From an optimization exercise on the open Yosys and OpenROAD flow, aimed at small area, a short achievable clock period and few clock cycles per item; shortcuts taken in it are not production practice. At most, simulation tests tie the RTL to the original design; equivalence was not proved.

Design midpoint_ellipse_points, start of the top module:
module midpoint_ellipse_points #(
    parameter int COORD_BITS = COORD_BITS_DEFAULT
) (
    input  logic                  clk,
    input  logic                  rst_n,
    input  logic                  cfg_we,
    input  logic [CFG_IDX_W-1:0]  cfg_index,
    input  logic [RADIUS_W-1:0]   cfg_data,
    input  logic                  in_valid,
    output logic                  in_ready,
    input  logic [FIELD_W-1:0]    center_x,
    input  logic [FIELD_W-1:0]    center_y,
    input  logic [FIELD_W-1:0]    shift_x,
    output logic                  out_valid,
    input  logic                  out_ready,
    output logic [COORD_BITS-1:0] x_right,
    output logic [COORD_BITS-1:0] x_left,
    output logic [COORD_BITS-1:0] y_upper,
    output logic [COORD_BITS-1:0] y_lower,
    output logic                  last_point
);
Size: ~2300 cells after synthesis, about 88 I/O pins, about 22000 um^2 of cells after synthesis.
export LEC_CHECK = 0
export CAP_MARGIN = 20
export CORE_MARGIN = 2
export CORE_UTILIZATION = 40
export SETUP_SLACK_MARGIN = 5
export SLEW_MARGIN = 20
create_clock -name core_clock -period 9.0 [get_ports {clk}]
run.sh (not shown) runs the stock make flow with config.mk's settings and CLKGATE_MAP_FILE= SYNTH_SCRIPT=/design/flow/synth_recipe.tcl, a recipe that flattens the netlist after the stock synthesis.
The starting point finished clean.
Change:
==> flow/flow/run.sh (new file) <==
#!/bin/bash
# The standard layout, with plain buffers on the ports instead of the delay cells
# buffer_ports picks by default, and timing repair aimed at a 3.4 ns period.
set -euo pipefail
export BUFFER_PORTS_ARGS="-buffer_cell sky130_fd_sc_hd__buf_2"
bash standard.sh SETUP_SLACK_MARGIN=5.6 finish > standard_flow.log 2>&1
==> flow/standard.sh (new file) <==
#!/bin/bash
# synth_recipe.tcl (not shown) runs the flow's synth.tcl, then flattens the netlist and writes it again
# the make line also repeats each setting of config.mk as NAME=value (left out here)
make -C /OpenROAD-flow-scripts/flow DESIGN_CONFIG=/design/flow/config.mk WORK_HOME=/design/flow/orfs CLKGATE_MAP_FILE= SYNTH_SCRIPT=/design/flow/synth_recipe.tcl "${@:-finish}"
- SETUP_SLACK_MARGIN: 5 -> default
removed: flow/run.sh
=> Via count grows by 3.1%. Cell area grows by 5.0%. Worst setup slack gets worse by 0.062 ns. Count of clock-buffer cells in the layout shrinks by 4. Clock skew barely changes. Wire length grows by 5.0%. Cell count grows by 2.8%. Sequential share of layout area shrinks by 1.5 points. Global-route usage grows by 0.93 points.
No run of this note included a check of the RTL's function; only the layout flow was run.

========
Setup of run A:
Another version of the RTL of midpoint_ellipse_points (not shown whole).
For scale: ~2200 cells after synthesis, ~88 I/O pins, roughly 0.022 sq mm of cells after synthesis.
Settings: LEC_CHECK=0, CAP_MARGIN=20, CORE_MARGIN=2, CORE_UTILIZATION=40, SLEW_MARGIN=20; clock period 9.0 ns.
standard.sh (not shown) runs the stock make flow with config.mk's settings and CLKGATE_MAP_FILE= SYNTH_SCRIPT=/design/flow/synth_recipe.tcl, a recipe that flattens the netlist after the stock synthesis.
==> flow/flow/run.sh <==
#!/bin/bash
# The standard layout, with plain buffers on the ports instead of the delay cells
# buffer_ports picks by default, and timing repair aimed at a 3.6 ns period.
set -euo pipefail
export BUFFER_PORTS_ARGS="-buffer_cell sky130_fd_sc_hd__buf_2"
bash standard.sh SETUP_SLACK_MARGIN=5.4 finish > standard_flow.log 2>&1
Testbench counts of run A, summed over its fixed seeds: cycles 66,057, points 61,632.
## Diff of input files: run B against run A
==> flow/flow/run.sh <==
#!/bin/bash
# The standard layout, with plain buffers on the ports instead of the delay cells
# buffer_ports picks by default, and timing repair aimed at a 3.2 ns period.
set -euo pipefail
export BUFFER_PORTS_ARGS="-buffer_cell sky130_fd_sc_hd__buf_2"
bash standard.sh SETUP_SLACK_MARGIN=5.8 finish > standard_flow.log 2>&1
==> results.txt <==
Against run A, run B reports a iteration-0 DRC count of the detailed router that is lower. On final area: run B sits above run A. Run B vs run A — number of standard cells in the final layout excluding fillers climbed by a few percent.
Input changes introduced in run C (baseline for comparison: run B):
# run B
export LEC_CHECK = 0
export CAP_MARGIN = 20
export CORE_MARGIN = 2
export CORE_UTILIZATION = 40
export SLEW_MARGIN = 20
create_clock -name core_clock -period 9.0 [get_ports {clk}]
# run C
export LEC_CHECK = 0
export CAP_MARGIN = 20
export CORE_MARGIN = 2
export CORE_UTILIZATION = 50
export SLEW_MARGIN = 20
create_clock -name core_clock -period 9.0 [get_ports {clk}]
==> flow/flow/run.sh <==
#!/bin/bash
# The standard layout, with plain buffers on the ports instead of the delay cells
# buffer_ports picks by default, and timing repair aimed at a 3.4 ns period.
set -euo pipefail
export BUFFER_PORTS_ARGS="-buffer_cell sky130_fd_sc_hd__buf_2"
bash standard.sh SETUP_SLACK_MARGIN=5.6 finish > standard_flow.log 2>&1
--- outcome ---
- Higher die span in x was reported by run B, not run C.
- NOTE: count of clock-net buffers in the final layout in run C falls short of that of run B
- The run with more routed wire is run B, not run C.
- Compared with run B, in run C multiplexer area fraction after synthesis barely changed; detailed placement HPWL climbed about 0.5%.

========
The RTL this note starts from:
==> flow/design.v <==
package mep_pkg;
    localparam int RADIUS_W = 5;
    localparam int FIELD_W  = 10;
    localparam int SQ_W     = 2 * RADIUS_W;
    localparam int M_W      = SQ_W + RADIUS_W;
    localparam int K_W      = 17;
    localparam int T_W      = 16;
    localparam int COORD_BITS_DEFAULT = 11;
    localparam int CFG_IDX_W = 1;
    localparam logic [RADIUS_W-1:0] RADIUS_X_RESET = 5'd5;
    localparam logic [RADIUS_W-1:0] RADIUS_Y_RESET = 5'd2;
endpackage
import mep_pkg::*;
module midpoint_ellipse_points #(
    parameter int COORD_BITS = COORD_BITS_DEFAULT
) (
    input  logic                  clk,
    input  logic                  rst_n,
    input  logic                  cfg_we,
    input  logic [CFG_IDX_W-1:0]  cfg_index,
    input  logic [RADIUS_W-1:0]   cfg_data,
    input  logic                  in_valid,
    output logic                  in_ready,
    input  logic [FIELD_W-1:0]    center_x,
    input  logic [FIELD_W-1:0]    center_y,
    input  logic [FIELD_W-1:0]    shift_x,
    output logic                  out_valid,
    input  logic                  out_ready,
    output logic [COORD_BITS-1:0] x_right,
    output logic [COORD_BITS-1:0] x_left,
    output logic [COORD_BITS-1:0] y_upper,
    output logic [COORD_BITS-1:0] y_lower,
    output logic                  last_point
);
    logic [RADIUS_W-1:0] ra_reg, rb_reg;
    always_ff @(posedge clk or negedge rst_n)
    begin
        if (!rst_n)
        begin
            ra_reg <= RADIUS_X_RESET;
            rb_reg <= RADIUS_Y_RESET;
        end
        else if (cfg_we)
        begin
            if (cfg_index == 1'b0) ra_reg <= cfg_data;
            else                   rb_reg <= cfg_data;
        end
    end
    logic                q_v, q_rdy;
    logic [2:0]          q_cnt;
    logic [FIELD_W-1:0]  q_cx, q_cy, q_sh;
    logic [SQ_W-1:0]     q_a2, q_b2;
    logic [RADIUS_W-1:0] q_b;
    logic signed [T_W-1:0] q_t;
    logic                load;
    assign in_ready = !q_v;
    assign q_rdy    = q_v && (q_cnt == 3'd5);
    always_ff @(posedge clk or negedge rst_n)
    begin
        if (!rst_n)
        begin
            q_v <= 1'b0;
        end
        else
        begin
            if (!q_v)      q_v <= in_valid;
            else if (load) q_v <= 1'b0;
        end
    end
    always_ff @(posedge clk)
    begin
        if (!q_v)
        begin
            q_cx  <= center_x;
            q_cy  <= center_y;
            q_sh  <= shift_x;
            q_a2  <= ra_reg * ra_reg;
            q_b2  <= rb_reg * rb_reg;
            q_b   <= rb_reg;
            q_cnt <= 3'd0;
            q_t   <= '0;
        end
        else if (q_cnt != 3'd5)
        begin
            q_cnt <= q_cnt + 3'd1;
            q_t   <= (q_t <<< 1) - (q_b[3'd4 - q_cnt] ? T_W'(q_a2) : T_W'(0));
        end
    end
    logic                       w_v, w_r2;
    logic [RADIUS_W-1:0]        w_ex, w_ey;
    logic signed [FIELD_W+1:0]  w_cxs;
    logic [FIELD_W-1:0]         w_cy;
    logic signed [K_W-1:0]      w_k, w_p, w_q;
    logic [SQ_W-1:0]            w_a2, w_b2;
    logic [SQ_W:0]              w_s;
    logic signed [T_W-1:0]      w_g;
    logic signed [SQ_W:0]       w_c;
    logic o_v;
    logic out_en, cont1, ey0, trans, last, emit, step_s;
    assign cont1  = w_g[T_W-1];
    assign ey0    = (w_ey == '0);
    assign trans  = w_v && !w_r2 && !cont1 && !ey0;
    assign last   = ey0 && (w_r2 || !cont1);
    assign out_en = !o_v || out_ready;
    assign emit   = w_v && !trans && out_en;
    assign load   = q_rdy && (!w_v || (emit && last));
    assign step_s  = w_k[K_W-1] ^ w_r2;
    logic signed [K_W-1:0] a2_k, b2_k, t_k;
    assign a2_k = K_W'(q_a2);
    assign b2_k = K_W'(q_b2);
    assign t_k  = K_W'(q_t);
    logic signed [K_W-1:0] inc_p, inc_q;
    assign inc_p = w_r2 ? K_W'(w_a2) << 1 : K_W'(w_b2) << 1;
    assign inc_q = step_s ? inc_p : K_W'(w_s) << 1;
    always_ff @(posedge clk or negedge rst_n)
    begin
        if (!rst_n)
        begin
            w_v <= 1'b0;
        end
        else if (load)
        begin
            w_v <= 1'b1;
        end
        else if (emit && last)
        begin
            w_v <= 1'b0;
        end
    end
    always_ff @(posedge clk)
    begin
        if (load)
        begin
            w_r2  <= 1'b0;
            w_ex  <= '0;
            w_ey  <= q_b;
            w_cxs <= {{2{q_cx[FIELD_W-1]}}, q_cx} + {2'b00, q_sh};
            w_cy  <= q_cy;
            w_a2  <= q_a2;
            w_b2  <= q_b2;
            w_s   <= {1'b0, q_a2} + {1'b0, q_b2};
            w_g   <= q_t;
            w_c   <= (SQ_W+1)'(3 * (q_b2 >> 2)) - (SQ_W+1)'(q_a2 >> 2)
                     + (SQ_W+1)'({q_b2[0], 1'b0}) - (SQ_W+1)'(1);
            w_k   <= b2_k + t_k + K_W'(q_a2 >> 2);
            w_p   <= (b2_k << 1) + b2_k;
            w_q   <= (a2_k << 1) + (b2_k << 1) + b2_k + (t_k <<< 1);
        end
        else if (trans)
        begin
            w_r2 <= 1'b1;
            w_k  <= w_k - w_p + (w_q >>> 1) + K_W'(w_c);
            w_p  <= w_q - w_p + K_W'(w_a2);
            w_q  <= w_q + K_W'(w_a2) - K_W'(w_b2);
        end
        else if (emit && !last)
        begin
            w_k <= w_k + (step_s ? w_p : w_q);
            w_p <= w_p + inc_p;
            w_q <= w_q + inc_q;
            w_g <= w_g + (step_s ? T_W'(w_b2) : T_W'(w_s));
            if (!w_r2)
            begin
                w_ex <= w_ex + 1'b1;
                if (!step_s) w_ey <= w_ey - 1'b1;
            end
            else
            begin
                w_ey <= w_ey - 1'b1;
                if (!step_s) w_ex <= w_ex + 1'b1;
            end
        end
    end
    logic signed [FIELD_W+1:0] xr_s, xl_s;
    logic [COORD_BITS-1:0]     x_right_reg, x_left_reg, y_upper_reg, y_lower_reg;
    logic                      last_point_reg;
    assign xr_s = w_cxs + {7'b0, w_ex};
    assign xl_s = w_cxs - {7'b0, w_ex};
    function automatic logic [COORD_BITS-1:0] sat_hi(input logic signed [FIELD_W+1:0] v);
        if (!v[FIELD_W+1] && v[FIELD_W]) sat_hi = {1'b0, {(COORD_BITS-1){1'b1}}};
        else                             sat_hi = v[COORD_BITS-1:0];
    endfunction
    always_ff @(posedge clk or negedge rst_n)
    begin
        if (!rst_n)
        begin
            o_v <= 1'b0;
        end
        else
        begin
            o_v <= emit || (o_v && !out_ready);
        end
    end
    always_ff @(posedge clk)
    begin
        if (emit)
        begin
            x_right_reg    <= sat_hi(xr_s);
            x_left_reg     <= sat_hi(xl_s);
            y_upper_reg    <= {w_cy[FIELD_W-1], w_cy} + {6'b0, w_ey};
            y_lower_reg    <= {w_cy[FIELD_W-1], w_cy} - {6'b0, w_ey};
            last_point_reg <= last;
        end
    end
    assign out_valid  = o_v;
    assign x_right    = x_right_reg;
    assign x_left     = x_left_reg;
    assign y_upper    = y_upper_reg;
    assign y_lower    = y_lower_reg;
    assign last_point = last_point_reg;
endmodule
clock: 9.0 ns
lec_check: 0
cap_margin: 20
core_margin: 2
core_utilization: 70
cts_cluster_diameter: 60
cts_cluster_size: 30
setup_slack_margin: 5
slew_margin: 20
run.sh (not shown) runs the stock make flow with config.mk's settings and CLKGATE_MAP_FILE= SYNTH_SCRIPT=/design/flow/synth_recipe.tcl, a recipe that flattens the netlist after the stock synthesis.
Stock flow here: none of the scripts above is used.
Testbench counts at the start, summed over its fixed seeds: cycles 63,926, points 61,632.
==> next run, changes <==
==> flow/flow/run.sh (new file) <==
#!/bin/bash
# The standard layout, with plain buffers on the ports instead of the delay cells
# buffer_ports picks by default, and timing repair aimed at a 3.4 ns period.
set -euo pipefail
export BUFFER_PORTS_ARGS="-buffer_cell sky130_fd_sc_hd__buf_2"
bash standard.sh SETUP_SLACK_MARGIN=5.6 finish > standard_flow.log 2>&1
==> flow/standard.sh (new file) <==
#!/bin/bash
# synth_recipe.tcl (not shown) runs the flow's synth.tcl, then flattens the netlist and writes it again
# the make line also repeats each setting of config.mk as NAME=value (left out here)
make -C /OpenROAD-flow-scripts/flow DESIGN_CONFIG=/design/flow/config.mk WORK_HOME=/design/flow/orfs CLKGATE_MAP_FILE= SYNTH_SCRIPT=/design/flow/synth_recipe.tcl "${@:-finish}"
- CORE_UTILIZATION: 70 -> 40
- CTS_CLUSTER_DIAMETER: 60 -> unset
- CTS_CLUSTER_SIZE: 30 -> unset
- SETUP_SLACK_MARGIN: 5 -> unset
removed: flow/run.sh
What happened: Non-clock buffer count came out higher by 70; via count came out lower by 2.4%; clock skew barely changes; register-to-register slack gets better by 0.05 ns; synthesized area does not change; worst setup slack gets better by 0.045 ns; cell area is higher by 5.6%.
==> next run, changes <==
--- a/flow/flow/run.sh
+++ b/flow/flow/run.sh
@@ -4,3 +4,3 @@
 set -euo pipefail
 export BUFFER_PORTS_ARGS="-buffer_cell sky130_fd_sc_hd__buf_2"
-bash standard.sh SETUP_SLACK_MARGIN=5.6 finish > standard_flow.log 2>&1
+bash standard.sh SETUP_SLACK_MARGIN=5.3 finish > standard_flow.log 2>&1
Wire length shrinks by about 1.3%.
Final cell count shrinks by 0.71%.
Via count shrinks by 0.83%.
Critical path depth shrinks by 8.
Hold slack is better by 0.0032 ns.
Non-clock buffer count shrinks by 18.
==> next run, changes <==
==> flow/run.sh (new file) <==
#!/bin/bash
# synth_recipe.tcl (not shown) runs the flow's synth.tcl, then flattens the netlist and writes it again
# the make line also repeats each setting of config.mk as NAME=value (left out here)
make -C /OpenROAD-flow-scripts/flow DESIGN_CONFIG=/design/flow/config.mk WORK_HOME=/design/flow/orfs CLKGATE_MAP_FILE= SYNTH_SCRIPT=/design/flow/synth_recipe.tcl finish
removed: flow/flow/run.sh
removed: flow/standard.sh
What happened: Maximum frequency falls by 17%. Area after synthesis stays the same. Flip-flop and latch count does not change. Critical path depth climbs by 3. Design area shrinks by 4.7%. Cell count falls by 3.5%. Wire length fell by 4.8%. Setup slack degrades by 0.79 ns.
==> next run, changes <==
- CORE_UTILIZATION: 40 -> 70
- SETUP_SLACK_MARGIN: unset -> 5
Clock skew shrinks by 0.0083 ns.
Fmax grows by about 18%.

re-timing with driven ports:
How much do the figures lean on ideal ports? The routed layouts below were timed once more, with nothing changed but the port constraints. Step 1 sets driving cells, clkbuf_16 on the clock port and buf_2 on the other inputs (assumed; they add their load-dependent delay and slew). Step 2 times the ports against the registers' clock, not the clock port: input delays grow and output delays shrink by t, the midpoint of the rising clock arrivals with the driver on. Slacks: ideal / step 1 / step 2; pairs: ideal / step 1.
run | t (ns) | setup WS [ns] | worst data-port slew with drivers (ns)
the first run of note 1 | 0.595 | 5.095 / 5.095 / 4.527 | 0.07
the second run of note 1 | 0.611 | 5.033 / 5.033 / 5.033 | 0.05
run A | 0.615 | 5.258 / 5.258 / 4.943 | 0.07
run B | 0.608 | 5.318 / 5.318 / 5.184 | 0.06
run C | 0.611 | 5.343 / 5.343 / 5.039 | 0.05
the first run of note 3 | 0.621 | 4.881 / 4.881 / 4.506 | 0.05
the second run of note 3 | 0.595 | 4.926 / 4.926 / 4.926 | 0.05
the third run of note 3 | 0.651 | 5.005 / 5.005 / 4.387 | 0.06
the fourth run of note 3 | 0.591 | 4.210 / 4.210 / 3.678 | 0.06
the fifth run of note 3 | 0.617 | 4.949 / 4.949 / 4.521 | 0.05
After both steps every run listed still meets setup and hold. The setup slack of the third run of note 3, which loses most, moves by 0.000 ns with the drivers and by -0.618 ns with both steps.
